This is an optimization exercise on Yosys and OpenROAD, whose aim is small area, a short achievable clock period and few clock cycles per item, not a production implementation. In this exercise RTL edits were held to simulation tests only and were not proved equivalent to the original.

==> design/flow/design.v <==
module window_line_buffer_kxk #(
  parameter int DATA_WIDTH = 32,
  parameter int K          = 3,
  parameter int MAX_WIDTH  = 64,
  parameter int CNT_W      = 8
) (
  input  logic                         clk,
  input  logic                         rst,
  input  logic                         frame_start,
  input  logic [CNT_W-1:0]             cfg_width,
  input  logic [CNT_W-1:0]             cfg_height,
  input  logic                         cfg_stride2,
  input  logic                         s_valid,
  output logic                         s_ready,
  input  logic [DATA_WIDTH-1:0]        s_data,
  output logic                         m_valid,
  input  logic                         m_ready,
  output logic [K*K*DATA_WIDTH-1:0]    m_window,
  output logic                         m_last,
  output logic                         frame_done,
  output logic                         cfg_err
);
  localparam int AW = (MAX_WIDTH > 1) ? $clog2(MAX_WIDTH) : 1;
  localparam logic [CNT_W-1:0] KM1 = CNT_W'(K - 1);
  localparam logic K_ODD = ((K % 2) == 1);
  localparam logic [1:0] S_IDLE  = 2'd0;
  localparam logic [1:0] S_RUN   = 2'd1;
  localparam logic [1:0] S_FLUSH = 2'd2;
  logic [1:0]            r_state;
  logic [CNT_W-1:0]      r_w;
  logic [CNT_W-1:0]      r_h;
  logic                  r_s2;
  logic [CNT_W-1:0]      r_row;
  logic [CNT_W-1:0]      r_col;
  logic [DATA_WIDTH-1:0] r_mem [K-1][MAX_WIDTH];
  logic [DATA_WIDTH-1:0] r_win [K][K];
  logic [DATA_WIDTH-1:0] w_col [K];
  logic [AW-1:0]         w_addr;
  logic                  w_acc;
  logic                  w_emit;
  logic                  w_par_ok;
  logic                  w_last_px;
  logic                  w_last_win;
  logic                  w_cfg_ok;
  logic                  w_take;
  logic [CNT_W-1:0]      w_last_row;
  logic [CNT_W-1:0]      w_last_col;
  assign s_ready = (r_state == S_RUN) && (!m_valid || m_ready);
  assign w_acc   = s_valid && s_ready;
  assign w_take  = m_valid && m_ready;
  assign w_addr  = r_col[AW-1:0];
  assign w_cfg_ok = (int'(cfg_width) >= K) &&
                    (int'(cfg_width) <= MAX_WIDTH) &&
                    (int'(cfg_height) >= K);
  assign w_par_ok = !r_s2 ||
                    ((r_row[0] ^ K_ODD) && (r_col[0] ^ K_ODD));
  assign w_emit = w_acc && (r_row >= KM1) &&
                  (r_col >= KM1) && w_par_ok;
  assign w_last_row = r_h - CNT_W'(1) -
                      CNT_W'(r_s2 && (r_h[0] ^ K_ODD));
  assign w_last_col = r_w - CNT_W'(1) -
                      CNT_W'(r_s2 && (r_w[0] ^ K_ODD));
  assign w_last_win = (r_row == w_last_row) &&
                      (r_col == w_last_col);
  assign w_last_px  = (r_row == r_h - CNT_W'(1)) &&
                      (r_col == r_w - CNT_W'(1));
  always_comb begin
    for (int r = 0; r < K - 1; r++) begin
      w_col[r] = r_mem[K-2-r][w_addr];
    end
    w_col[K-1] = s_data;
  end
  always_comb begin
    m_window = '0;
    for (int r = 0; r < K; r++) begin
      for (int c = 0; c < K; c++) begin
        m_window[(r*K+c)*DATA_WIDTH +: DATA_WIDTH] = r_win[r][c];
      end
    end
  end
  always_ff @(posedge clk) begin
    if (w_acc) begin
      r_mem[0][w_addr] <= s_data;
      for (int j = 1; j < K - 1; j++) begin
        r_mem[j][w_addr] <= r_mem[j-1][w_addr];
      end
    end
  end
  always_ff @(posedge clk or posedge rst) begin
    if (rst) begin
      r_state    <= S_IDLE;
      r_w        <= '0;
      r_h        <= '0;
      r_s2       <= 1'b0;
      r_row      <= '0;
      r_col      <= '0;
      m_valid    <= 1'b0;
      m_last     <= 1'b0;
      frame_done <= 1'b0;
      cfg_err    <= 1'b0;
      for (int r = 0; r < K; r++) begin
        for (int c = 0; c < K; c++) begin
          r_win[r][c] <= '0;
        end
      end
    end else begin
      frame_done <= 1'b0;
      if (frame_start) begin
        r_w     <= cfg_width;
        r_h     <= cfg_height;
        r_s2    <= cfg_stride2;
        r_row   <= '0;
        r_col   <= '0;
        m_valid <= 1'b0;
        m_last  <= 1'b0;
        cfg_err <= !w_cfg_ok;
        r_state <= w_cfg_ok ? S_RUN : S_IDLE;
      end else begin
        frame_done <= w_take && m_last;
        if (w_acc) begin
          m_valid <= w_emit;
          m_last  <= w_emit && w_last_win;
        end else if (m_ready) begin
          m_valid <= 1'b0;
          m_last  <= 1'b0;
        end
        if (w_acc) begin
          for (int r = 0; r < K; r++) begin
            for (int c = 0; c < K - 1; c++) begin
              r_win[r][c] <= r_win[r][c+1];
            end
            r_win[r][K-1] <= w_col[r];
          end
          if (r_col == r_w - CNT_W'(1)) begin
            r_col <= '0;
            r_row <= r_row + CNT_W'(1);
          end else begin
            r_col <= r_col + CNT_W'(1);
          end
        end
        case (r_state)
          S_RUN: begin
            if (w_acc && w_last_px) r_state <= S_FLUSH;
          end
          S_FLUSH: begin
            if (!m_valid || m_ready) r_state <= S_IDLE;
          end
          default: r_state <= S_IDLE;
        endcase
      end
    end
  end
endmodule
==> design/flow/run.sh <==
#!/bin/bash
# synth_recipe.tcl (not shown) runs the flow's synth.tcl, then flattens the netlist and writes it again
# the make line also repeats each setting of config.mk as NAME=value (left out here)
make -C /OpenROAD-flow-scripts/flow DESIGN_CONFIG=/design/flow/config.mk WORK_HOME=/design/flow/orfs CLKGATE_MAP_FILE= SYNTH_SCRIPT=/design/flow/synth_recipe.tcl finish
==> design/flow/config.mk <==
export PLATFORM = sky130hd
export DESIGN_NAME = window_line_buffer_kxk
export DESIGN_NICKNAME = window_line_buffer_kxk
export VERILOG_FILES = /design/flow/design.v
export SDC_FILE = /design/flow/constraint.sdc
export NUM_CORES = 4
export LEC_CHECK = 0
export CAP_MARGIN = 20
export CORE_MARGIN = 2
export CORE_UTILIZATION = 30
export PLACE_DENSITY = 0.5
export SLEW_MARGIN = 20
==> design/flow/constraint.sdc <==
create_clock -name core_clock -period 6.0 [get_ports {clk}]
set_input_delay 1.2000 -clock core_clock [delete_from_list [all_inputs] [get_ports {clk}]]
set_output_delay 1.2000 -clock core_clock [all_outputs]
set_load 0.01 [all_outputs]
==> results.sh <==
export IMPL_overflow=0
export IMPL_post_cts_setup_buffers=0
export IMPL_synthFlopType="edfxtp_1"
export IMPL_finalSetupViolCount=0
export IMPL_antenna_found_initial=93
export IMPL_stdcell_count=18206
export IMPL_nets=10335
export IMPL_die_w_um=756.7
export IMPL_synth_area_leader_cell="edfxtp_1"
export IMPL_seqPwrFrac_pct=51.3
export IMPL_ys_seq_elements=4423
export IMPL_crit_cells=9
export IMPL_clkSlewWorstSetupHoldPaths_ps=60
export IMPL_fmax_mhz=200.8
export IMPL_worst_path_buf_inv=3
export IMPL_skew_ps=98.05
export IMPL_synth_edf_count=4096
export IMPL_power_switching_share_pct=23.54
export IMPL_clockRootBuffer="clkbuf_16"
export IMPL_finalCriticalPeriod_ps=4980
export IMPL_maxCapViolCount=0
export IMPL_cts_buffers=454
export IMPL_syn2layout_area_growth_pct=18.30
export IMPL_hold_viol_final=0
export IMPL_crit_required_ps=6900
export IMPL_routabilityCongestion=0.8492
export IMPL_p_per_area_nw_per_um2=342.6
export IMPL_drt_first_iter_violations=19307
export IMPL_critPathTopFamily="buffers and inverters"
export IMPL_fin_crit_sh_pct=83.00
export IMPL_mostFrequentLayoutCell="edfxtp_1"
export IMPL_crit_type="reg2reg"
export IMPL_slowest_stage="dfrtp_4"
export IMPL_cts_buffer_depth=4
export IMPL_arrival_ps=5880
export IMPL_initial_utilization_pct=30.10
export IMPL_power_mw=68.87
export IMPL_startpoint="r_col[1]$_DFFE_PP0P_"
export IMPL_port_buffers=346
export IMPL_min_from="r_win[6][23]$_DFFE_PP0P_"
export IMPL_ys_warnings_count=3
export IMPL_met3_usage_pct=6.310
export IMPL_p_int_mw=52.66
export IMPL_hp_class="reg2reg"
export IMPL_avgSynthCellArea_um2=17.73
export IMPL_drc=0
export IMPL_busiest_layer="met2"
export IMPL_status="complete, no violations"
export IMPL_grtUsageMet1_pct=33.41
export IMPL_path_cells="inv_8 > buf_4 > a221oi_1 > a21oi_1 > nor4_1 > o221a_2 > a21oi_4 > buf_12 > mux2_2"
export IMPL_grt_pass1_vias=100380
export IMPL_grt_pass1_wl_um=938000
export IMPL_finalSetupTns_ps=0
export IMPL_place_ws_ps=1239
export IMPL_report_final_slew_viol_count=0
export IMPL_dpl_hpwl_um=402700
export IMPL_vias_per_cell=5.915
export IMPL_grt_usage_pct=24.08
export IMPL_whs_path_depth=2
export IMPL_htreeDepth=5
export IMPL_die_h_um=756.7
export IMPL_synth_fp_nets=9643
export IMPL_cts_resized=0
export IMPL_leakage_nw=63.68
export IMPL_yosysTopAreaCellShare_pct=72.37
export IMPL_cp_start_kind="register"
export IMPL_cpPeakStageDelay_ps=1000
export IMPL_numClockSinks=4423
export IMPL_tightest_slew_ps=1193
export IMPL_postCtsHoldBufs=0
export IMPL_wire_per_inst_um=39.28
export IMPL_async_flop_share_pct=7.393
export IMPL_boundaryPins=347
export IMPL_rsz0062_at_grt="false"
export IMPL_cts_tree="yes"
export IMPL_ys_seq_area_share_pct=77.19
export IMPL_worst_slack_ps=1020
export IMPL_vias=107688
export IMPL_clk_latency_ps=1080
export IMPL_use_met2_pct=35.94
export IMPL_rr_worst_depth=9
export IMPL_end_kind="register"
export IMPL_postRouteAntennaNets=0
export IMPL_synth_area_um2=170000
export IMPL_first_pass_iters=6
export IMPL_peakVddDrop_v=0.0002644
export IMPL_core_um2=564600
export IMPL_drive_gt1_share_pct=18.96
export IMPL_r2r_start="r_col[1]$_DFFE_PP0P_"
export IMPL_synth_top_cells_by_area="edfxtp_1 (72%), dfrtp_1 (4.8%), mux4_2 (4.2%)"
export IMPL_p_clk_share_pct=41.6
export IMPL_grt_max_degree=180
export IMPL_rows=276
export IMPL_crit_fanout=65
export IMPL_p_sw_mw=16.21
export IMPL_wirelength_um=715200
export IMPL_final_cell_mix="edfxtp_1 (4096), nand2_1 (931), mux2i_1 (475)"
export IMPL_synth_cell_types=80
export IMPL_dieArea_um2=572500
export IMPL_combPwrFrac_pct=7.1
export IMPL_placed_cells=17324
export IMPL_slew_headroom_pct=20.14
export IMPL_syn_inst=9583
[sequential cells by signal, summed over array words and instances (netlist names), 2 cells and up]
register / cells
r_mem: 4096
r_win: 288
r_col: 8
r_h: 8
r_row: 8
r_w: 8
r_state: 2
[power groups by stage]
stage	combinational [mW]	sequential, mW	clock (mW)
after floorplan	1.58	35.9	0
after global placement	4.77	36.0	0
after detailed placement	4.84	36.0	0
after CTS	4.86	35.3	28.8
after global routing	5.15	35.4	29.9
final	4.89	35.4	28.6
[synth_stat cells (22+ instances only)]
cell,count
a211oi_1,29
a21oi_1,269
a221o_1,67
a221oi_1,467
a22o_1,60
a22oi_1,222
a31oi_1,36
buf_1,58
buf_2,235
buf_4,103
buf_6,33
clkbuf_1,216
dfrtp_1,327
edfxtp_1,4096
mux2_2,300
mux2i_1,475
mux4_2,319
nand2_1,943
nand3_1,38
nor2_1,376
nor3_1,43
o211ai_1,31
o21ai_0,262
o221ai_1,64
o22a_1,41
o22ai_1,147
xnor2_1,22
[cell families (layout without fill, tap and decap cells)]
group | count (synthesis) | count (layout) | synth area share, %
xor+xnor | 31 | 31 | 0.1598
compound gates | 1857 | 1857 | 7.971
flops | 4423 | 4423 | 77.19
buf+inv | 661 | 1745 | 2.006
mux | 1098 | 1098 | 9.039
simple gates | 1507 | 1507 | 3.593
other cells | 0 | 33 | 0
fa+ha+maj | 6 | 6 | 0.04417
[metal layers]
metal	part of all wire, %	vias up	routed length [µm]
li1	-	40188	-
met1	39	57284	278500
met2	43	8686	309700
met3	13	1486	93220
met4	4.7	44	33400
met5	0.042	-	298
[worst reg2reg max path: cells and delay by family (launching register included)]
kind,cells,cell delay [ps]
buf+inv,3,1390
flops,1,1000
compound gates,4,1000
mux,1,550
simple gates,1,880
[stage by stage]
step	util, %	hold WS (ps)	instance area, µm²
finish	35.61	470.9	201000
global route	35.59	497.7	201000
CTS	35.59	445.4	201000
detailed placement	32.97	461.0	186200
global placement	32.97	456.3	186100
floorplan	-	468.3	170000
[area by class of cell]
type                    count  area, µm²
diodes                     33      82.58
clock buffers             578      12070
clock inverters           270       2714
fillers                 52664     363600
inverters                  16      86.33
multi-input cells        4499      36410
flip-flops and latches   4423     131200
well taps                7506       9392
repair buffers            881       9084
[worst paths after layout]
| path | slack [ps] | end |
|---|---|---|
| worst max-delay path | 1020 | r_win[5][11]$_DFFE_PP0P_ |
| worst min-delay path | 470 | r_win[6][23]$_DFFE_PP0P_ |
| worst max register to register | 1020 | r_win[5][11]$_DFFE_PP0P_ |
| worst min register to register | 470 | r_win[6][23]$_DFFE_PP0P_ |
| max in group asynchronous | 4030 | r_h[7]$_DFFE_PP0P_ |
| min in group asynchronous | 710 | r_win[2][2]$_DFFE_PP0P_ |
Testbench counts, summed over its fixed seeds: cycles 95,189, items 95,003.

-- separate check: timing with driven ports --
How much do the figures lean on ideal ports? The routed layout below was timed once more, with nothing changed but the port constraints.
Step 1: set_driving_cell puts a clkbuf_16 on clk and a buf_2 on each other input, an assumption about the parent block.
Step 2 moves the port delays by t, midway between the first and last clock arrival at a register: inputs arrive t later, outputs are due t later. That takes back most of the time a late clock gives input paths.
Slacks: ideal ports / drivers / drivers and shift; pairs: ideal ports / drivers.
t, ns: 1.185
slack for setup (ns): 1.020 / 1.020 / 1.020
clock arrival spread, ns: 0.105 / 0.105
slew at the worst register clock pin (ns): 0.09 / 0.09
cell pins on the clock port's net: 1
After both steps this run still meets setup and hold. The setup slack of this run moves by 0.000 ns with the drivers and by 0.000 ns with both steps.
